What follows belongs to an exercise in optimizing a design on an open flow for small area; a production flow would make more cautious choices.
In this exercise RTL edits were held to simulation tests only and were not proved equivalent to the original.
No activity file was given, so power comes from the tool's default toggle rates.

--- design.v ---
package cms_trace_gate_pkg;
  typedef enum logic [3:0] {
    ADDR_CTRL       = 4'd0,
    ADDR_DECIM      = 4'd1,
    ADDR_INDEX      = 4'd2,
    ADDR_RANGE_LO   = 4'd3,
    ADDR_RANGE_HI   = 4'd4,
    ADDR_RANGE_EN   = 4'd5,
    ADDR_TRIG_START = 4'd6,
    ADDR_TRIG_END   = 4'd7,
    ADDR_TRIG_EN    = 4'd8
  } cms_gate_addr_t;
  typedef enum logic [1:0] {
    ST_IDLE    = 2'd0,
    ST_ARMED   = 2'd1,
    ST_TRACING = 2'd2,
    ST_STOPPED = 2'd3
  } cms_gate_state_t;
  localparam int CTRL_ARM  = 0;
  localparam int CTRL_CONT = 1;
  localparam int CTRL_CLR  = 2;
  localparam int TRIG_EN_START = 0;
  localparam int TRIG_EN_END   = 1;
endpackage
module cms_window_match #(
  parameter int XLEN         = 64,
  parameter int NUM_RANGES   = 4,
  parameter int NUM_TRIGGERS = 2
) (
  input  logic [XLEN-1:0]                   pc,
  input  logic [NUM_RANGES-1:0][XLEN-1:0]   nlo,
  input  logic [NUM_RANGES-1:0][XLEN-1:0]   nhi,
  input  logic [NUM_RANGES-1:0]             range_en,
  input  logic [NUM_TRIGGERS-1:0][XLEN-1:0] nstart,
  input  logic [NUM_TRIGGERS-1:0][XLEN-1:0] nend,
  input  logic [NUM_TRIGGERS-1:0]           start_en,
  input  logic [NUM_TRIGGERS-1:0]           end_en,
  output logic [NUM_RANGES-1:0]             range_hit,
  output logic [NUM_TRIGGERS-1:0]           start_hit,
  output logic [NUM_TRIGGERS-1:0]           end_hit
);
  for (genvar i = 0; i < NUM_RANGES; i++) begin : g_range
    logic ge_lo;
    logic gt_hi;
    cms_carry #(.W(XLEN), .CIN(1)) u_lo (.a(pc), .b(nlo[i]), .c(ge_lo));
    cms_carry #(.W(XLEN), .CIN(0)) u_hi (.a(pc), .b(nhi[i]), .c(gt_hi));
    assign range_hit[i] = range_en[i] & ge_lo & ~gt_hi;
  end
  for (genvar i = 0; i < NUM_TRIGGERS; i++) begin : g_trig
    logic s_eq;
    logic e_eq;
    cms_eq #(.W(XLEN)) u_s (.a(pc), .nb(nstart[i]), .eq(s_eq));
    cms_eq #(.W(XLEN)) u_e (.a(pc), .nb(nend[i]), .eq(e_eq));
    assign start_hit[i] = start_en[i] & s_eq;
    assign end_hit[i]   = end_en[i] & e_eq;
  end
endmodule
module cms_carry #(
  parameter int W   = 64,
  parameter int CIN = 0
) (
  input  logic [W-1:0] a,
  input  logic [W-1:0] b,
  output logic         c
);
  always_comb begin
    c = 1'(CIN);
    for (int i = 0; i < W; i++)
      c = (a[i] & b[i]) | (c & (a[i] | b[i]));
  end
endmodule
module cms_eq #(
  parameter int W = 64
) (
  input  logic [W-1:0] a,
  input  logic [W-1:0] nb,
  output logic         eq
);
  assign eq = &(a ^ nb);
endmodule
module edge_detector (
  input  logic clk,
  input  logic rst_n,
  input  logic d,
  output logic rise
);
  logic d_q;
  always_ff @(posedge clk) begin
    if (!rst_n) begin
      d_q <= 1'b0;
    end else begin
      d_q <= d;
    end
  end
  assign rise = d & ~d_q;
endmodule
module cms_trace_gate
#(
  parameter int XLEN         = 64,
  parameter int INSTR_WIDTH  = 32,
  parameter int NUM_RANGES   = 4,
  parameter int NUM_TRIGGERS = 2,
  parameter int TS_WIDTH     = 16,
  parameter int DECIM_WIDTH  = 8,
  parameter int DROP_WIDTH   = 16,
  parameter int CTRL_WRITE_ENABLE_POSEDGE_TRIGGERED = 1
) (
  input  logic                   clk,
  input  logic                   rst_n,
  input  logic [XLEN-1:0]        pc,
  input  logic [INSTR_WIDTH-1:0] instr,
  input  logic                   pc_valid,
  input  logic                   en,
  input  logic [3:0]             ctrl_addr,
  input  logic [XLEN-1:0]        ctrl_wdata,
  input  logic                   ctrl_write_enable,
  output logic                   out_valid,
  input  logic                   out_ready,
  output logic [XLEN-1:0]        out_pc,
  output logic [INSTR_WIDTH-1:0] out_instr,
  output logic [TS_WIDTH-1:0]    out_delta,
  output logic [DROP_WIDTH-1:0]  dropped_count,
  output logic [1:0]             gate_state
);
  cms_trace_gate_pkg::cms_gate_state_t state;
  cms_trace_gate_pkg::cms_gate_state_t state_n;
  logic                             cont_q;
  logic [DECIM_WIDTH-1:0]           decim_q;
  logic [1:0]                       index_q;
  logic                             index_lt4_q;
  logic [NUM_RANGES-1:0][XLEN-1:0]  nlo_q;
  logic [NUM_RANGES-1:0][XLEN-1:0]  nhi_q;
  logic [NUM_RANGES-1:0]            ren_q;
  logic [NUM_TRIGGERS-1:0][XLEN-1:0] ntstart_q;
  logic [NUM_TRIGGERS-1:0][XLEN-1:0] ntend_q;
  logic [NUM_TRIGGERS-1:0]          sen_q;
  logic [NUM_TRIGGERS-1:0]          een_q;
  logic [DECIM_WIDTH-1:0] dec_cnt;
  logic [DECIM_WIDTH-1:0] cnt_eff;
  logic [DECIM_WIDTH-1:0] cnt_n;
  logic [TS_WIDTH-1:0]    since_q;
  logic                    wr;
  logic                    ctrl_wr;
  logic                    arm;
  logic                    disarm;
  logic [NUM_RANGES-1:0]   range_hit;
  logic [NUM_TRIGGERS-1:0] start_hit;
  logic [NUM_TRIGGERS-1:0] end_hit;
  logic                    start_any;
  logic                    end_any;
  logic                    window_ok;
  logic                    trig_fire;
  logic                    qual;
  logic                    capture;
  logic                    load;
  logic                    drop;
  if (CTRL_WRITE_ENABLE_POSEDGE_TRIGGERED != 0) begin : g_edge
    edge_detector u_we (
      .clk   (clk),
      .rst_n (rst_n),
      .d     (ctrl_write_enable),
      .rise  (wr)
    );
  end else begin : g_level
    assign wr = ctrl_write_enable;
  end
  assign ctrl_wr = wr & (ctrl_addr == cms_trace_gate_pkg::ADDR_CTRL);
  assign arm     = ctrl_wdata[cms_trace_gate_pkg::CTRL_ARM];
  assign disarm  = ctrl_wr & ~arm;
  cms_window_match #(
    .XLEN         (XLEN),
    .NUM_RANGES   (NUM_RANGES),
    .NUM_TRIGGERS (NUM_TRIGGERS)
  ) u_match (
    .pc         (pc),
    .nlo        (nlo_q),
    .nhi        (nhi_q),
    .range_en   (ren_q),
    .nstart     (ntstart_q),
    .nend       (ntend_q),
    .start_en   (sen_q),
    .end_en     (een_q),
    .range_hit  (range_hit),
    .start_hit  (start_hit),
    .end_hit    (end_hit)
  );
  assign start_any = |start_hit;
  assign end_any   = |end_hit;
  assign window_ok = (ren_q == '0) | (|range_hit);
  assign trig_fire = (state == cms_trace_gate_pkg::ST_ARMED)
                   & ((sen_q == '0) | (pc_valid & start_any));
  always_comb begin
    state_n = state;
    unique case (state)
      cms_trace_gate_pkg::ST_IDLE: ;
      cms_trace_gate_pkg::ST_ARMED: begin
        if (trig_fire) begin
          state_n = (pc_valid & end_any) ? cms_trace_gate_pkg::ST_STOPPED : cms_trace_gate_pkg::ST_TRACING;
        end
      end
      cms_trace_gate_pkg::ST_TRACING: begin
        if (pc_valid & end_any) state_n = cms_trace_gate_pkg::ST_STOPPED;
      end
      cms_trace_gate_pkg::ST_STOPPED: begin
        if (cont_q) state_n = cms_trace_gate_pkg::ST_ARMED;
      end
      default: state_n = cms_trace_gate_pkg::ST_IDLE;
    endcase
    if (ctrl_wr) begin
      if (!arm) begin
        state_n = cms_trace_gate_pkg::ST_IDLE;
      end else if (state == cms_trace_gate_pkg::ST_IDLE || state == cms_trace_gate_pkg::ST_STOPPED) begin
        state_n = cms_trace_gate_pkg::ST_ARMED;
      end
    end
  end
  always_comb begin
    qual = en & pc_valid & window_ok & ~disarm
         & ((state == cms_trace_gate_pkg::ST_TRACING) | ((state == cms_trace_gate_pkg::ST_ARMED) & start_any));
    cnt_eff = trig_fire ? '0 : dec_cnt;
    capture = qual & (cnt_eff == decim_q);
    cnt_n   = cnt_eff;
    if (qual) cnt_n = capture ? '0 : cnt_eff + 1'b1;
    load = capture & (~out_valid | out_ready);
    drop = capture & ~load;
  end
  always_ff @(posedge clk) begin
    if (!rst_n) begin
      state   <= cms_trace_gate_pkg::ST_IDLE;
      dec_cnt <= '0;
      since_q <= '0;
    end else begin
      state   <= state_n;
      dec_cnt <= cnt_n;
      since_q <= load ? TS_WIDTH'(1) : since_q + 1'b1;
    end
  end
  always_ff @(posedge clk) begin
    if (!rst_n) begin
      out_valid     <= 1'b0;
      dropped_count <= '0;
    end else begin
      if (load) begin
        out_valid <= 1'b1;
      end else if (out_ready) begin
        out_valid <= 1'b0;
      end
      if (ctrl_wr && ctrl_wdata[cms_trace_gate_pkg::CTRL_CLR]) begin
        dropped_count <= '0;
      end else if (drop && dropped_count != '1) begin
        dropped_count <= dropped_count + 1'b1;
      end
    end
  end
  logic out_le;
  assign out_le = load | ~rst_n;
  always_ff @(posedge clk) begin
    if (out_le) begin
      out_pc    <= pc & {XLEN{rst_n}};
      out_instr <= instr & {INSTR_WIDTH{rst_n}};
      out_delta <= since_q & {TS_WIDTH{rst_n}};
    end
  end
  logic [XLEN-1:0] wd_z;    
  logic [XLEN-1:0] wd_n1;   
  logic [XLEN-1:0] wd_nz;   
  assign wd_z  = ctrl_wdata & {XLEN{rst_n}};
  assign wd_n1 = ~wd_z;
  assign wd_nz = ~ctrl_wdata & {XLEN{rst_n}};
  logic a_ctrl, a_decim, a_index, a_lo, a_hi, a_ren, a_ts, a_te, a_ten;
  assign a_ctrl  = ~rst_n | (wr & (ctrl_addr == cms_trace_gate_pkg::ADDR_CTRL));
  assign a_decim = ~rst_n | (wr & (ctrl_addr == cms_trace_gate_pkg::ADDR_DECIM));
  assign a_index = ~rst_n | (wr & (ctrl_addr == cms_trace_gate_pkg::ADDR_INDEX));
  assign a_lo    = wr & (ctrl_addr == cms_trace_gate_pkg::ADDR_RANGE_LO);
  assign a_hi    = wr & (ctrl_addr == cms_trace_gate_pkg::ADDR_RANGE_HI);
  assign a_ren   = wr & (ctrl_addr == cms_trace_gate_pkg::ADDR_RANGE_EN);
  assign a_ts    = wr & (ctrl_addr == cms_trace_gate_pkg::ADDR_TRIG_START);
  assign a_te    = wr & (ctrl_addr == cms_trace_gate_pkg::ADDR_TRIG_END);
  assign a_ten   = wr & (ctrl_addr == cms_trace_gate_pkg::ADDR_TRIG_EN);
  always_ff @(posedge clk) begin
    if (a_ctrl)  cont_q  <= wd_z[cms_trace_gate_pkg::CTRL_CONT];
    if (a_decim) decim_q <= wd_z[DECIM_WIDTH-1:0];
    if (a_index) begin
      index_q     <= wd_z[1:0];
      index_lt4_q <= (wd_z[3:2] == 2'b00);
    end
  end
  for (genvar i = 0; i < NUM_RANGES; i++) begin : g_range
    logic sel;
    assign sel = index_lt4_q & (index_q == 2'(i));
    always_ff @(posedge clk) begin
      if (~rst_n | (a_lo & sel))  nlo_q[i] <= wd_n1;
      if (~rst_n | (a_hi & sel))  nhi_q[i] <= wd_nz;
      if (~rst_n | (a_ren & sel)) ren_q[i] <= wd_z[0];
    end
  end
  for (genvar i = 0; i < NUM_TRIGGERS; i++) begin : g_trig
    logic sel;
    assign sel = index_lt4_q & (index_q == 2'(i));
    always_ff @(posedge clk) begin
      if (~rst_n | (a_ts & sel))  ntstart_q[i] <= wd_n1;
      if (~rst_n | (a_te & sel))  ntend_q[i]   <= wd_n1;
      if (~rst_n | (a_ten & sel)) begin
        sen_q[i] <= wd_z[cms_trace_gate_pkg::TRIG_EN_START];
        een_q[i] <= wd_z[cms_trace_gate_pkg::TRIG_EN_END];
      end
    end
  end
  assign gate_state = state;
endmodule
--- constraint.sdc ---
create_clock -name core_clock -period 6.0 [get_ports {clk}]
set_input_delay 1.2000 -clock core_clock [delete_from_list [all_inputs] [get_ports {clk}]]
set_output_delay 1.2000 -clock core_clock [all_outputs]
set_load 0.01 [all_outputs]
--- config.mk ---
export PLATFORM = sky130hd
export DESIGN_NAME = cms_trace_gate
export DESIGN_NICKNAME = cms_trace_gate
export VERILOG_FILES = /design/flow/design.v
export SDC_FILE = /design/flow/constraint.sdc
export NUM_CORES = 4
export LEC_CHECK = 0
export CAP_MARGIN = 20
export CORE_MARGIN = 2
export CORE_UTILIZATION = 65
export SLEW_MARGIN = 20
--- flow/run.sh ---
#!/bin/bash
# Layout flow: the standard ORFS flow (the standard.sh, unchanged synthesis)
# with buf_2 on the ports and a clock tree of clkbuf_8
# without dummy loads.
set -euo pipefail
cd "$(dirname "$0")/.."
export BUFFER_PORTS_ARGS="-buffer_cell sky130_fd_sc_hd__buf_2"
export CTS_ARGS="-sink_clustering_enable -repair_clock_nets -sink_clustering_size 16 -sink_clustering_max_diameter 70 -buf_list sky130_fd_sc_hd__clkbuf_8 -sink_clustering_buffer sky130_fd_sc_hd__clkbuf_8 -dont_use_dummy_load"
bash standard.sh > standard_flow.log 2>&1
--- standard.sh ---
#!/bin/bash
# synth_recipe.tcl (not shown) runs the flow's synth.tcl, then flattens the netlist and writes it again
# the make line also repeats each setting of config.mk as NAME=value (left out here)
make -C /OpenROAD-flow-scripts/flow DESIGN_CONFIG=/design/flow/config.mk WORK_HOME=/design/flow/orfs CLKGATE_MAP_FILE= SYNTH_SCRIPT=/design/flow/synth_recipe.tcl "${@:-finish}"
==> impl_metrics.env, run 1 <==
export IMPL_status="complete, no violations"
export IMPL_worst_setup_path_type="in -> reg"
export IMPL_fmax_mhz=188
export IMPL_io_pins=301
export IMPL_htree_levels=3
export IMPL_power_density_nw_per_um2=278
export IMPL_r2r_cells=13
export IMPL_drive_gt1_frac=0.144
export IMPL_maxCapViolCount=0
export IMPL_clk_pin_slew_ps=110
export IMPL_hold_depth=2
export IMPL_max_slew_worst_pin_slew_ps=1110
export IMPL_synthCells=3151
export IMPL_fin_ws_ps=668
export IMPL_power_leakage_nw=15.0
export IMPL_portBuffers=300
export IMPL_cp_max_fo=57
export IMPL_vias_per_cell=7.13
export IMPL_rsz0062_at_grt="false"
export IMPL_root_buffer="clkbuf_8"
export IMPL_critPathArrivalTime_ps=5670
export IMPL_critical_path_endpoint_type="flip-flop"
export IMPL_hold_viol_final=0
export IMPL_dp_cells=4170
export IMPL_fin_crit_ps=5330
export IMPL_grt_max_degree=90
export IMPL_drv_slew=0
export IMPL_clk_latency_ps=710
export IMPL_post_route_util=0.711
export IMPL_max_vdd_ir_drop_v=0.000214
export IMPL_start_kind="primary input"
export IMPL_synth_edff_count=900
export IMPL_ys_types=85
export IMPL_synth_seq_cells=944
export IMPL_finalWirelength_um=132000
export IMPL_post_cts_setup_buffers=0
export IMPL_fin_worst_skew_ps=62.7
export IMPL_firstDrtPassIters=10
export IMPL_num_rows=92
export IMPL_place_area_sq_um=43700
export IMPL_synth_area_sq_um=41200
export IMPL_finalNetCount=3575
export IMPL_core_sq_um=62900
export IMPL_hold_class="reg -> reg"
export IMPL_first_global_vias=28660
export IMPL_die_h_um=256
export IMPL_start_util=0.655
export IMPL_hold_buffers=0
export IMPL_die_area_sq_um=65400
export IMPL_groute_usage_overall=0.399
export IMPL_finalSetupViolCount=0
export IMPL_ys_seq_area_frac=0.678
export IMPL_async_reset_ff_frac=0
export IMPL_drt_initial_drc_count=5182
export IMPL_wl_per_cell_um=31.1
export IMPL_antenna_found_initial=5
export IMPL_syn_nets=3328
export IMPL_area_growth_pct=8.59
export IMPL_relSlewSlack=0.255
export IMPL_num_vias=30248
export IMPL_synth_ff_type="edfxtp_1"
export IMPL_globalplace_congestion=0.969
export IMPL_mostFrequentLayoutCell="edfxtp_1"
export IMPL_finalCritPeriodShare=0.889
export IMPL_layout_common_cells="edfxtp_1 (900), buf_2 (299), nand2_1 (267), nor2_1 (259), o22ai_1 (167)"
export IMPL_post_cts_resized=0
export IMPL_cts_tree="yes"
export IMPL_die_width_um=256
export IMPL_fin_area_sq_um=44700
export IMPL_globalRouteOverflowTotal=0
export IMPL_final_antenna_net_count=0
export IMPL_synth_area_per_cell_sq_um=13.1
export IMPL_timing_hold_ws_ps=498
export IMPL_fill_cells=4170
export IMPL_required_ps=6340
export IMPL_hpwl_um=95100
export IMPL_cts_sinks=944
export IMPL_dpl_worst_slack_ps=221
export IMPL_yosysWarnings=4
export IMPL_drc=0
export IMPL_grt_pass1_wl_um=191000
export IMPL_numCtsBuffers=69
export IMPL_clockBufferDepth=3
export IMPL_instances_no_fill=4245
## state kept, by name (all words and copies together) (netlist names), 2 cells and up
register / cells
since_q: 16
sen_q: 2
out_pc: 64
index_q: 2
ntstart_q: 128
decim_q: 8
ntend_q: 128
state: 2
ren_q: 4
nhi_q: 256
dec_cnt: 8
nlo_q: 256
out_instr: 32
dropped_count: 16
out_delta: 16
een_q: 2
## synthesized netlist by cell type (all sizes together) (10+ instances only)
library cell,count,share of area
edfxtp,900,0.66
nand2,268,0.024
nor2,259,0.024
o22ai,167,0.025
a22oi,125,0.023
xnor2,122,0.026
and2,116,0.018
buf,115,0.013
clkbuf,90,0.0082
o21ai,89,0.011
xor2,74,0.016
nor3,69,0.0085
nand3,66,0.0080
a21oi,63,0.0077
nor4,60,0.0096
nand4,56,0.0087
a211oi,48,0.0092
o211ai,46,0.0084
dfxtp,44,0.021
a221oi,31,0.0066
a222oi,23,0.0056
a31oi,23,0.0035
o221ai,23,0.0049
o31ai,22,0.0041
or3,21,0.0032
o22a,20,0.0043
a22o,18,0.0038
inv,18,0.0016
or4,18,0.0033
and3,17,0.0026
a2111oi,13,0.0028
o2111ai,10,0.0021
## per-layer routing
layer	track usage	up-vias	part of all wire
met3	0.0935	292	0.13
met5	0	-	0.000098
met2	0.622	2425	0.46
met1	0.558	14769	0.37
li1	-	12760	-
met4	0.136	2	0.037
## logic make-up (layout without fill, tap and decap cells)
kind of cell / count (synthesis) / count (layout) / synth area share
AOI/OAI and AO/OA: 784 / 784 / 0.136
xor gates and xnor gates: 196 / 196 / 0.0417
adders and majority gates: 10 / 10 / 0.00286
buffers and inverters: 223 / 468 / 0.0231
DFF: 944 / 944 / 0.678
muxes: 3 / 3 / 0.000730
other: 0 / 3 / 0
and+or+nand+nor: 991 / 991 / 0.118
## worst paths after layout
kind / start / endpoint / slack (ps)
max: pc[33] / out_pc[35] / 670
min: dropped_count[15] / dropped_count[15] / 500
max reg2reg: nhi_q[165] / out_pc[35] / 1130
min reg2reg: dropped_count[15] / dropped_count[15] / 500
## metrics by stage
stage / setup TNS (ps) / power, mW
6_report: 0 / 12.4
5_1_grt: 0 / 12.7
4_1_cts: 0 / 12.3
3_5_place_dp: 0 / 9.45
3_3_place_gp: 0 / 9.39
2_1_floorplan: -134990 / 8.78
## where the power goes
part	total [mW]	leakage (nW)	switching [mW]	internal (mW)
Clock	3.05	0.496	2.01	1.04
Sequential	7.84	8.95	0.205	7.63
Combinational	1.54	5.53	1.07	0.461
Total	12.4	15.0	3.29	9.13
## cell type report
type	count	area, sq um	share of cell area
Inverter	18	68.8	0.00154
Tap cell	846	1060	0.0237
Timing Repair Buffer	381	2230	0.0498
Antenna cell	3	7.51	0.000168
Clock buffer	69	950	0.0212
Multi-Input combinational cell	1984	12500	0.279
Sequential cell	944	27900	0.624
## critical path, cell delays in order
cell and delay, ps:
buf_2 320, nor2_1 270, nor4_1 160, nor4_1 740
buf_4 260, nand3_1 90, nor2_1 630, a31oi_1 170
buf_4 180, o32ai_1 460, a211oi_4 110, or3_1 460
o21ai_4 230, buf_12 290
==> run 2: changes to the inputs <==
--- a/config.mk
+++ b/config.mk
@@ -5,7 +5,7 @@
 export SDC_FILE = /design/flow/constraint.sdc
 export NUM_CORES = 4
 export LEC_CHECK = 0
-export CAP_MARGIN = 20
+export CAP_MARGIN = 0
 export CORE_MARGIN = 2
 export CORE_UTILIZATION = 65
-export SLEW_MARGIN = 20
+export SLEW_MARGIN = 0
==> run 2 against run 1 <==
  * Core utilization down 0.17 points
  * Power is 0.15% lower
  * Clock power about the same
  * Die area unchanged
  * Sequential cell count stayed put
  * Synthesized cell count did not move
  * First-iteration DRC count is 2.4% lower
  * Largest power group unchanged
==> impl_metrics.env, run 2 <==
export IMPL_drive_gt1_frac=0.142
export IMPL_layout_common_cells="edfxtp_1 (900), buf_2 (299), nand2_1 (267), nor2_1 (259), o22ai_1 (167)"
export IMPL_power_density_nw_per_um2=278
export IMPL_fin_worst_skew_ps=58.8
export IMPL_hold_class="reg -> reg"
export IMPL_finalPower_mw=12.4
export IMPL_clk_pin_slew_ps=100
export IMPL_globalRouteOverflowTotal=0
export IMPL_p_clk_frac=0.245
export IMPL_hold_depth=2
export IMPL_reg2reg_slack_ps=1340
export IMPL_rr_startpoint="nhi_q[162]"
export IMPL_p_comb_frac=0.123
export IMPL_clockBufferDepth=3
export IMPL_vias_per_cell=7.15
export IMPL_ys_seq_area_frac=0.678
export IMPL_required_ps=6340
export IMPL_critPathArrivalTime_ps=5540
export IMPL_synth_seq_cells=944
export IMPL_ys_types=85
export IMPL_grt_max_degree=90
export IMPL_max_slew_worst_pin_slew_ps=1260
export IMPL_num_vias=30345
export IMPL_hpwl_um=94900
export IMPL_area_growth_pct=8.32
export IMPL_drc=0
export IMPL_start_util=0.655
export IMPL_die_h_um=256
export IMPL_worst_setup_path_type="in -> reg"
export IMPL_drv_slew=0
export IMPL_root_buffer="clkbuf_8"
export IMPL_cts_tree="yes"
export IMPL_p_seq_frac=0.632
export IMPL_post_cts_setup_buffers=0
export IMPL_yosysWarnings=4
export IMPL_finalCritPeriodShare=0.866
export IMPL_maxCapViolCount=0
export IMPL_fmax_mhz=192
export IMPL_r2r_cells=13
export IMPL_rsz0062_at_grt="false"
export IMPL_groute_usage_overall=0.399
export IMPL_io_pins=301
export IMPL_synthTopCellsByArea="edfxtp_1 (66%), xnor2_1 (2.6%), o22ai_1 (2.5%)"
export IMPL_globalplace_congestion=0.969
export IMPL_synth_most_common_cell="edfxtp_1"
export IMPL_synth_area_per_cell_sq_um=13.1
export IMPL_switchingPower_mw=3.27
export IMPL_relSlewSlack=0.157
export IMPL_cp_max_fo=57
export IMPL_r2r_end="out_pc[36]"
export IMPL_hold_buffers=0
export IMPL_dp_cells=4169
export IMPL_synth_area_sq_um=41200
export IMPL_firstDrtPassIters=9
export IMPL_grt_pass1_wl_um=191000
export IMPL_finalSetupViolCount=0
export IMPL_synthCells=3151
export IMPL_synth_ff_type="edfxtp_1"
export IMPL_synth_edff_count=900
export IMPL_critical_path_endpoint_type="flip-flop"
export IMPL_top_regs="nhi_q: 256 flops, nlo_q: 256 flops"
export IMPL_netlist_top_cells_count="edfxtp_1 (900), nand2_1 (267), nor2_1 (259), o22ai_1 (167), a22oi_1 (124)"
export IMPL_syn_nets=3328
export IMPL_status="complete, no violations"
export IMPL_internal_power_mw=9.13
export IMPL_portBuffers=300
export IMPL_timing_hold_ws_ps=514
export IMPL_max_vdd_ir_drop_v=0.000230
export IMPL_num_rows=92
export IMPL_power_leakage_nw=14.9
export IMPL_switching_share=0.264
export IMPL_drt_initial_drc_count=5060
export IMPL_hold_viol_final=0
export IMPL_start_kind="primary input"
export IMPL_finalNetCount=3571
export IMPL_htree_levels=3
export IMPL_die_width_um=256
export IMPL_mostFrequentLayoutCell="edfxtp_1"
export IMPL_cts_sinks=944
export IMPL_wl_per_cell_um=31.0
export IMPL_numCtsBuffers=69
export IMPL_final_antenna_net_count=0
export IMPL_min_delay_start="dropped_count[10]"
export IMPL_fin_crit_ps=5200
export IMPL_async_reset_ff_frac=0
export IMPL_hold_end="dropped_count[10]"
export IMPL_yosysTopAreaCell="edfxtp_1"
export IMPL_first_global_vias=28827
export IMPL_post_route_util=0.709
export IMPL_core_sq_um=62900
export IMPL_die_area_sq_um=65400
export IMPL_synth_top_area_frac=0.657
export IMPL_antenna_found_initial=8
export IMPL_clk_latency_ps=710
export IMPL_finalWirelength_um=132000
export IMPL_instances_no_fill=4242
export IMPL_post_cts_resized=0
## run 2: how the worst max path moves through the flow
stage | from | slack (ps) | cells after the start | end
2_1_floorplan | ctrl_write_enable | -1050 | 4 | ntstart_q[0]
3_3_place_gp | pc[60] | 330 | 13 | out_pc[35]
3_5_place_dp | pc[60] | 240 | 13 | out_pc[33]
4_1_cts | pc[60] | 950 | 13 | out_pc[33]
5_1_grt | pc[60] | 640 | 13 | out_pc[33]
6_report | pc[60] | 800 | 13 | out_pc[36]
## run 2: cell type report
class / instances / area, sq um
Clock buffer: 69 / 950
Inverter: 18 / 68.8
Antenna cell: 4 / 10.0
Fill cell: 4256 / 18300
Tap cell: 846 / 1060
Sequential cell: 944 / 27900
Timing Repair Buffer: 377 / 2120
Multi-Input combinational cell: 1984 / 12500
## run 2: stage by stage
step	TNS, ps	cell area (sq um)	setup slack (ps)
floorplan	-134990	41200	-1050
global placement	0	43600	327
detailed placement	0	43600	235
CTS	0	44600	947
global route	0	44600	639
finish	0	44600	804
## run 2: cell families (layout without fill, tap and decap cells)
family | count (synthesis) | in the layout | share of synthesized area
simple gates | 991 | 991 | 0.118
xor+xnor | 196 | 196 | 0.0417
mux | 3 | 3 | 0.000730
other cells | 0 | 4 | 0
compound gates | 784 | 784 | 0.136
fa+ha+maj | 10 | 10 | 0.00286
buf+inv | 223 | 464 | 0.0231
flops | 944 | 944 | 0.678
## run 2: power by group through the flow
stage | Combinational, mW | Clock (mW) | Sequential, mW
2_1_floorplan | 0.815 | 0 | 7.97
3_3_place_gp | 1.44 | 0 | 7.96
3_5_place_dp | 1.47 | 0 | 7.98
4_1_cts | 1.48 | 3.02 | 7.83
5_1_grt | 1.60 | 3.24 | 7.87
6_report | 1.52 | 3.04 | 7.84
## run 2: per-layer routing
metal / up-vias / global-route usage / share of wire / routed length [um]
met5: - / 0 / 0.00021 / 27
met4: 4 / 0.150 / 0.041 / 5460
met3: 269 / 0.0840 / 0.13 / 16600
met2: 2486 / 0.619 / 0.46 / 60600
met1: 14812 / 0.563 / 0.37 / 49000
li1: 12774 / - / - / -
## run 2: critical path: stages
cell and delay, ps:
buf_2 180, buf_4 370, o22ai_1 140, a2111oi_0 560, nand2_1 240, a21oi_1 670
o21ai_0 450, and4_1 320, o32ai_1 220, a211oi_4 100, or3_1 460, o21ai_4 230
buf_12 280
==> run 3: changes to the inputs <==
--- a/config.mk
+++ b/config.mk
@@ -8,4 +8,5 @@
 export CAP_MARGIN = 0
 export CORE_MARGIN = 2
 export CORE_UTILIZATION = 65
+export GPL_ROUTABILITY_DRIVEN = 0
 export SLEW_MARGIN = 0
==> run 3 against run 2 <==
  * Still clean
  * Final cell count barely moved
  * Combinational power down 3%
  * Sequential share of layout area hardly changed
  * Clock-buffer cell count unchanged
  * Synthesized area stayed put
  * First-iteration DRC count decreased by 6.1%
  * Sequential power about the same
  * Core utilization about the same
  * Clock power about the same
  * Critical path type unchanged
  * Highest routed layer unchanged
==> impl_metrics.env, run 3 <==
export IMPL_synthCells=3151
export IMPL_clk_latency_ps=680
export IMPL_required_ps=6350
export IMPL_mostFrequentLayoutCell="edfxtp_1"
export IMPL_drt_initial_drc_count=4749
export IMPL_num_vias=29689
export IMPL_async_reset_ff_frac=0
export IMPL_power_leakage_nw=14.9
export IMPL_die_h_um=256
export IMPL_synth_most_common_cell="edfxtp_1"
export IMPL_root_buffer="clkbuf_8"
export IMPL_drv_slew=0
export IMPL_groute_usage_overall=0.367
export IMPL_layout_common_cells="edfxtp_1 (900), buf_2 (299), nand2_1 (267), nor2_1 (259), o22ai_1 (167)"
export IMPL_worst_setup_path_type="in -> reg"
export IMPL_yosysTopAreaCell="edfxtp_1"
export IMPL_critical_path_endpoint_type="flip-flop"
export IMPL_wl_per_cell_um=28.7
export IMPL_top_regs="nhi_q: 256 flops, nlo_q: 256 flops"
export IMPL_finalCritPeriodShare=0.891
export IMPL_post_cts_setup_buffers=0
export IMPL_drc=0
export IMPL_start_util=0.655
export IMPL_cp_cell_sequence="buf_2, o22ai_1, a2111oi_0, nand2_1, a21oi_1, o21ai_0, and4_1, o32ai_1, a211oi_4, or3_1, o21ai_4, buf_4"
export IMPL_numCtsBuffers=69
export IMPL_cp_top_family="compound AO/OA/AOI/OAI gates"
export IMPL_power_density_nw_per_um2=276
export IMPL_die_width_um=256
export IMPL_status="complete, no violations"
export IMPL_instances_no_fill=4246
export IMPL_synth_top_area_frac=0.657
export IMPL_yosysWarnings=4
export IMPL_io_pins=301
export IMPL_max_slew_worst_pin_slew_ps=1240
export IMPL_vias_per_cell=6.99
export IMPL_cts_sinks=944
export IMPL_area_growth_pct=8.38
export IMPL_finalNetCount=3577
export IMPL_synth_ff_type="edfxtp_1"
export IMPL_htree_levels=3
export IMPL_crit_cells=12
export IMPL_critPathArrivalTime_ps=5700
export IMPL_finalPower_mw=12.3
export IMPL_synth_area_sq_um=41200
export IMPL_post_cts_resized=0
export IMPL_final_antenna_net_count=0
export IMPL_clockBufferDepth=3
export IMPL_portBuffers=300
export IMPL_fmax_mhz=187
export IMPL_worst_path_max_delay_cell="a2111oi_0"
export IMPL_rsz0062_at_grt="false"
export IMPL_num_rows=92
export IMPL_grt_pass1_wl_um=178000
export IMPL_drive_gt1_frac=0.143
export IMPL_ys_types=85
export IMPL_die_area_sq_um=65400
export IMPL_timing_hold_ws_ps=510
export IMPL_start_kind="primary input"
export IMPL_hold_class="reg -> reg"
export IMPL_finalWirelength_um=122000
export IMPL_fin_worst_skew_ps=36.0
export IMPL_globalRouteOverflowTotal=0
export IMPL_maxCapViolCount=0
export IMPL_cp_max_fo=23
export IMPL_crit_buf_inv=2
export IMPL_ys_seq_area_frac=0.678
export IMPL_hpwl_um=88100
export IMPL_hold_viol_final=0
export IMPL_synth_seq_cells=944
export IMPL_antenna_found_initial=9
export IMPL_fin_crit_ps=5350
export IMPL_firstDrtPassIters=8
export IMPL_synthTopCellsByArea="edfxtp_1 (66%), xnor2_1 (2.6%), o22ai_1 (2.5%)"
export IMPL_critical_path_max_stage_delay_ps=690
export IMPL_clk_pin_slew_ps=90
export IMPL_r2r_cells=12
export IMPL_core_sq_um=62900
export IMPL_synth_edff_count=900
export IMPL_hold_buffers=0
export IMPL_grt_max_degree=78
export IMPL_syn_nets=3328
export IMPL_max_vdd_ir_drop_v=0.000237
export IMPL_first_global_vias=27897
export IMPL_hold_depth=2
export IMPL_dp_cells=4175
export IMPL_synth_area_per_cell_sq_um=13.1
export IMPL_finalSetupViolCount=0
export IMPL_cts_tree="yes"
export IMPL_netlist_top_cells_count="edfxtp_1 (900), nand2_1 (267), nor2_1 (259), o22ai_1 (167), a22oi_1 (124)"
export IMPL_relSlewSlack=0.171
run 3: metrics by stage:
| step | setup TNS, ps | instance area, sq um | worst slack, ps | utilization |
|---|---|---|---|---|
| 6_report | 0 | 44600 | 654 | 0.710 |
| 5_1_grt | 0 | 44600 | 692 | 0.710 |
| 4_1_cts | 0 | 44600 | 819 | 0.710 |
| 3_5_place_dp | 0 | 43700 | 79.0 | 0.695 |
| 3_3_place_gp | 0 | 43700 | 91.0 | 0.695 |
| 2_1_floorplan | -134990 | 41200 | -1050 | - |
run 3: cell type report:
type	count	area, sq um
sequential	944	27900
fill	4313	18200
multi-input combinational	1984	12500
timing repair buffer	383	2160
tap	846	1060
clock buffer	69	950
inverter	18	68.8
antenna	2	5.00
run 3: where the power goes:
group	internal [mW]	switching, mW
logic	0.456	1.02
clock network	1.04	1.97
registers	7.63	0.196
total	9.13	3.19
run 3: cells by family after synthesis:
logic type,count (synthesis),share of synthesized area
compound gates,784,0.136
xor+xnor,196,0.0417
fa+ha+maj,10,0.00286
mux,3,0.000730
flops,944,0.678
buf+inv,223,0.0231
simple gates,991,0.118
run 3: path summary, 6_finish.rpt:
| path | startpoint | slack (ps) | end |
|---|---|---|---|
| min | dropped_count[13] | 510 | dropped_count[13] |
| max | pc[60] | 650 | out_delta[10] |
| min reg2reg | dropped_count[13] | 510 | dropped_count[13] |
| max reg2reg | nhi_q[14] | 1140 | out_delta[10] |
run 3: worst reg2reg max path, stage by stage, from the launching register on:
cell and delay [ps]:
edfxtp_1 430, a222oi_1 560, nand4_1 190, nor3_1 190, o21ai_0 250, o211ai_1 440
a2111oi_1 230, buf_4 200, o21ai_0 550, a211oi_4 200, or3_1 470, o21ai_4 450
buf_4 380
run 3: routing by layer:
layer,wire length [um],global-route usage,part of all wire,vias to the layer above
met4,5080,0.140,0.042,12
li1,-,-,-,12775
met2,55700,0.561,0.46,2058
met3,15100,0.0801,0.12,303
met1,46100,0.522,0.38,14541
met5,83,0,0.00068,-
==> run 4: changes to the inputs <==
==> flow/run.sh (replaced) <==
#!/bin/bash
# Layout flow: the standard ORFS flow (the standard.sh, unchanged synthesis)
# with buf_4 on the input ports, buf_1 on the output ports (added right after
# global placement) and a clock tree of clkbuf_8 without dummy loads.
set -euo pipefail
cd "$(dirname "$0")/.."
export BUFFER_PORTS_ARGS="-inputs -buffer_cell sky130_fd_sc_hd__buf_4"
export POST_GLOBAL_PLACE_TCL="$PWD/flow/out_buffers.tcl"
export CTS_ARGS="-sink_clustering_enable -repair_clock_nets -sink_clustering_size 16 -sink_clustering_max_diameter 70 -buf_list sky130_fd_sc_hd__clkbuf_8 -sink_clustering_buffer sky130_fd_sc_hd__clkbuf_8 -dont_use_dummy_load"
bash standard.sh > standard_flow.log 2>&1
==> flow/out_buffers.tcl (new file) <==
# Buffer every output port with the smallest plain buffer.
buffer_ports -outputs -buffer_cell sky130_fd_sc_hd__buf_1
==> config.mk (replaced) <==
export PLATFORM = sky130hd
export DESIGN_NAME = cms_trace_gate
export DESIGN_NICKNAME = cms_trace_gate
export VERILOG_FILES = /design/flow/design.v
export SDC_FILE = /design/flow/constraint.sdc
export NUM_CORES = 4
export LEC_CHECK = 0
export CAP_MARGIN = 20
export CORE_MARGIN = 2
export CORE_UTILIZATION = 55
export SLEW_MARGIN = 20
==> run 4 against run 3 <==
  * Still clean on timing, DRC and antenna
  * Fmax is 7.3% lower
  * Combinational power is 3% higher
  * Hold slack better by 23 ps
  * Critical path depth is 1 higher
  * Die area is 18% higher
  * Critical path type unchanged
==> impl_metrics.env, run 4 <==
export IMPL_first_global_vias=28114
export IMPL_syn_nets=3328
export IMPL_grt_max_degree=98
export IMPL_worst_path_max_delay_cell="a2111oi_0"
export IMPL_fmax_mhz=173
export IMPL_cp_cell_sequence="buf_4, o211ai_1, a21oi_1, a2111oi_0, nand3_1, nor4_1, nor4b_1, o32ai_1, a211oi_4, or3_1, o21ai_4, buf_12, buf_4"
export IMPL_netlist_top_cells_count="edfxtp_1 (900), nand2_1 (267), nor2_1 (259), o22ai_1 (167), a22oi_1 (124)"
export IMPL_max_slew_worst_pin_slew_ps=1160
export IMPL_clk_latency_ps=720
export IMPL_power_leakage_nw=14.6
export IMPL_clockBufferDepth=3
export IMPL_die_area_sq_um=77000
export IMPL_tns_ps=0
export IMPL_num_rows=100
export IMPL_firstDrtPassIters=7
export IMPL_finalSetupViolCount=0
export IMPL_critPathArrivalTime_ps=6160
export IMPL_finalPower_mw=12.4
export IMPL_synth_seq_cells=944
export IMPL_synth_top_area_frac=0.657
export IMPL_internal_power_mw=9.14
export IMPL_fin_crit_ps=5760
export IMPL_critical_path_max_stage_delay_ps=1020
export IMPL_required_ps=6390
export IMPL_start_kind="primary input"
export IMPL_num_vias=29544
export IMPL_synth_area_per_cell_sq_um=13.1
export IMPL_p_seq_frac=0.631
export IMPL_layout_common_cells="edfxtp_1 (900), nand2_1 (267), nor2_1 (259), buf_4 (210), o22ai_1 (167)"
export IMPL_synthCells=3151
export IMPL_post_route_util=0.605
export IMPL_fin_worst_skew_ps=55.9
export IMPL_drt_initial_drc_count=4362
export IMPL_drc=0
export IMPL_maxCapViolCount=0
export IMPL_numCtsBuffers=69
export IMPL_timing_hold_ws_ps=533
export IMPL_ys_types=85
export IMPL_vias_per_cell=6.80
export IMPL_hold_class="reg -> reg"
export IMPL_cp_max_fo=23
export IMPL_rsz0062_at_grt="false"
export IMPL_antenna_found_initial=14
export IMPL_switching_share=0.264
export IMPL_synth_compound_area_frac=0.136
export IMPL_synth_simple_area_share=0.118
export IMPL_max_vdd_ir_drop_v=0.000218
export IMPL_worst_setup_path_type="in -> reg"
export IMPL_die_width_um=278
export IMPL_post_cts_setup_buffers=0
export IMPL_cts_sinks=944
export IMPL_hold_viol_final=0
export IMPL_synth_edff_count=900
export IMPL_p_comb_frac=0.123
export IMPL_fill_cells=5890
export IMPL_hold_buffers=0
export IMPL_async_reset_ff_frac=0
export IMPL_finalNetCount=3549
export IMPL_io_pins=301
export IMPL_synth_adder_area_share=0.00286
export IMPL_portBuffers=300
export IMPL_p_clk_frac=0.245
export IMPL_clk_pin_slew_ps=100
export IMPL_cts_tree="yes"
export IMPL_relSlewSlack=0.220
export IMPL_synth_ff_type="edfxtp_1"
export IMPL_multi_input_area_sq_um=12500
export IMPL_die_h_um=278
export IMPL_synthTopCellsByArea="edfxtp_1 (66%), xnor2_1 (2.6%), o22ai_1 (2.5%)"
export IMPL_critical_path_endpoint_type="flip-flop"
export IMPL_finalCritPeriodShare=0.961
export IMPL_finalWirelength_um=134000
export IMPL_synth_most_common_cell="edfxtp_1"
export IMPL_status="complete, no violations"
export IMPL_synth_mux_area_fraction=0.000729
export IMPL_regArea_sq_um=27900
export IMPL_mostFrequentLayoutCell="edfxtp_1"
export IMPL_yosysWarnings=4
export IMPL_switchingPower_mw=3.28
export IMPL_groute_usage_overall=0.342
export IMPL_drive_gt1_frac=0.0985
export IMPL_power_density_nw_per_um2=276
export IMPL_hpwl_um=96400
export IMPL_post_cts_resized=0
export IMPL_globalRouteOverflowTotal=0
export IMPL_start_util=0.554
export IMPL_drv_slew=0
export IMPL_root_buffer="clkbuf_8"
export IMPL_grt_pass1_wl_um=192000
export IMPL_final_antenna_net_count=0
export IMPL_synthXorXnorAreaFrac=0.0417
export IMPL_yosysTopAreaCell="edfxtp_1"
export IMPL_crit_top_cell="buf_4"
export IMPL_core_sq_um=74300
export IMPL_ys_seq_area_frac=0.678
export IMPL_area_growth_pct=9.29
export IMPL_synth_area_sq_um=41200
export IMPL_htree_levels=3
export IMPL_top_regs="nhi_q: 256 flops, nlo_q: 256 flops"
export IMPL_synth_top_family_by_area="compound AO/OA/AOI/OAI gates"
export IMPL_wl_per_cell_um=30.8
## run 4: cell counts after synthesis
Identical to the previous run, type by type.
## run 4: power groups by stage
stage                     Sequential (mW)  Combinational [mW]  Clock (mW)
after floorplan                      7.97               0.815           0
after global placement               8.01                1.41           0
after detailed placement             7.98                1.50           0
after global routing                 7.87                1.62        3.30
after CTS                            7.83                1.51        3.09
final                                7.84                1.53        3.05
## run 4: final cells by class
cell class / count / share of cell area
sequential: 944 / 0.620
multi-input combinational: 1984 / 0.278
clock buffer: 69 / 0.0211
inverter: 18 / 0.00153
antenna: 3 / 0.000167
tap: 969 / 0.0269
timing repair buffer: 355 / 0.0523
## run 4: worst paths after layout
kind,cells after the start,slack [ps],to,from
hold reg to reg,2,530,dropped_count[10],dropped_count[10]
setup / recovery,13,240,out_delta[0],pc[62]
hold / removal,2,530,dropped_count[10],dropped_count[10]
setup reg to reg,12,600,out_delta[0],nhi_q[254]
## run 4: logic make-up (layout without fill, tap and decap cells)
logic type | after synthesis | after routing
compound gates | 784 | 784
flops | 944 | 944
simple gates | 991 | 991
fa+ha+maj | 10 | 10
mux | 3 | 3
buf+inv | 223 | 442
other cells | 0 | 3
xor+xnor | 196 | 196
## run 4: worst max-delay path, delay by kind of cell
family | cells | cell delay [ps]
AO/OA/AOI/OAI | 6 | 2180
buffers and inverters | 3 | 660
AND/OR/NAND/NOR | 4 | 2090
## run 4: through the flow
stage	cell area [sq um]	setup WS, ps	instances
after floorplan	41200	-1050	3151
after global placement	43400	-231	4136
after detailed placement	44000	-263	4270
after CTS	45000	470	4339
after global routing	45000	270	4340
final	45000	235	4342
## run 4: per-layer routing
| layer | vias up | part of all wire | global-route usage |
|---|---|---|---|
| met2 | 1668 | 0.46 | 0.536 |
| met1 | 14942 | 0.41 | 0.495 |
| li1 | 12715 | - | - |
| met4 | 14 | 0.030 | 0.102 |
| met3 | 205 | 0.096 | 0.0588 |
| met5 | - | 0.00071 | 0 |

-- afterwards: timing with drivers on the ports --
How much do the figures lean on ideal ports? The routed layouts below were timed once more, with nothing changed but the port constraints. Step 1 (the two cells are an assumption about what drives the block):
set clk [get_ports {clk}]
set_driving_cell -lib_cell sky130_fd_sc_hd__clkbuf_16 $clk
set_driving_cell -lib_cell sky130_fd_sc_hd__buf_2 [delete_from_list [all_inputs] $clk]
Step 2 times the ports against the registers' clock, not the clock port: input delays grow and output delays shrink by t, the midpoint of the rising clock arrivals with the driver on. a / b / c = no drivers / after step 1 / after step 2; a / b = the first two.
run	t, ns	setup slack, ns	worst register clock-pin slew, ns
run 1	0.734	0.668 / 0.647 / -0.086	0.11 / 0.11
run 2	0.746	0.804 / 0.772 / 0.026	0.11 / 0.11
run 3	0.734	0.654 / 0.629 / -0.104	0.11 / 0.11
run 4	0.750	0.235 / 0.234 / -0.516	0.11 / 0.11
With both steps, setup timing fails in run 1, run 3 and run 4, where it was met with ideal ports. The setup slack of run 2, which loses most, moves by -0.032 ns with the drivers and by -0.778 ns with both steps.
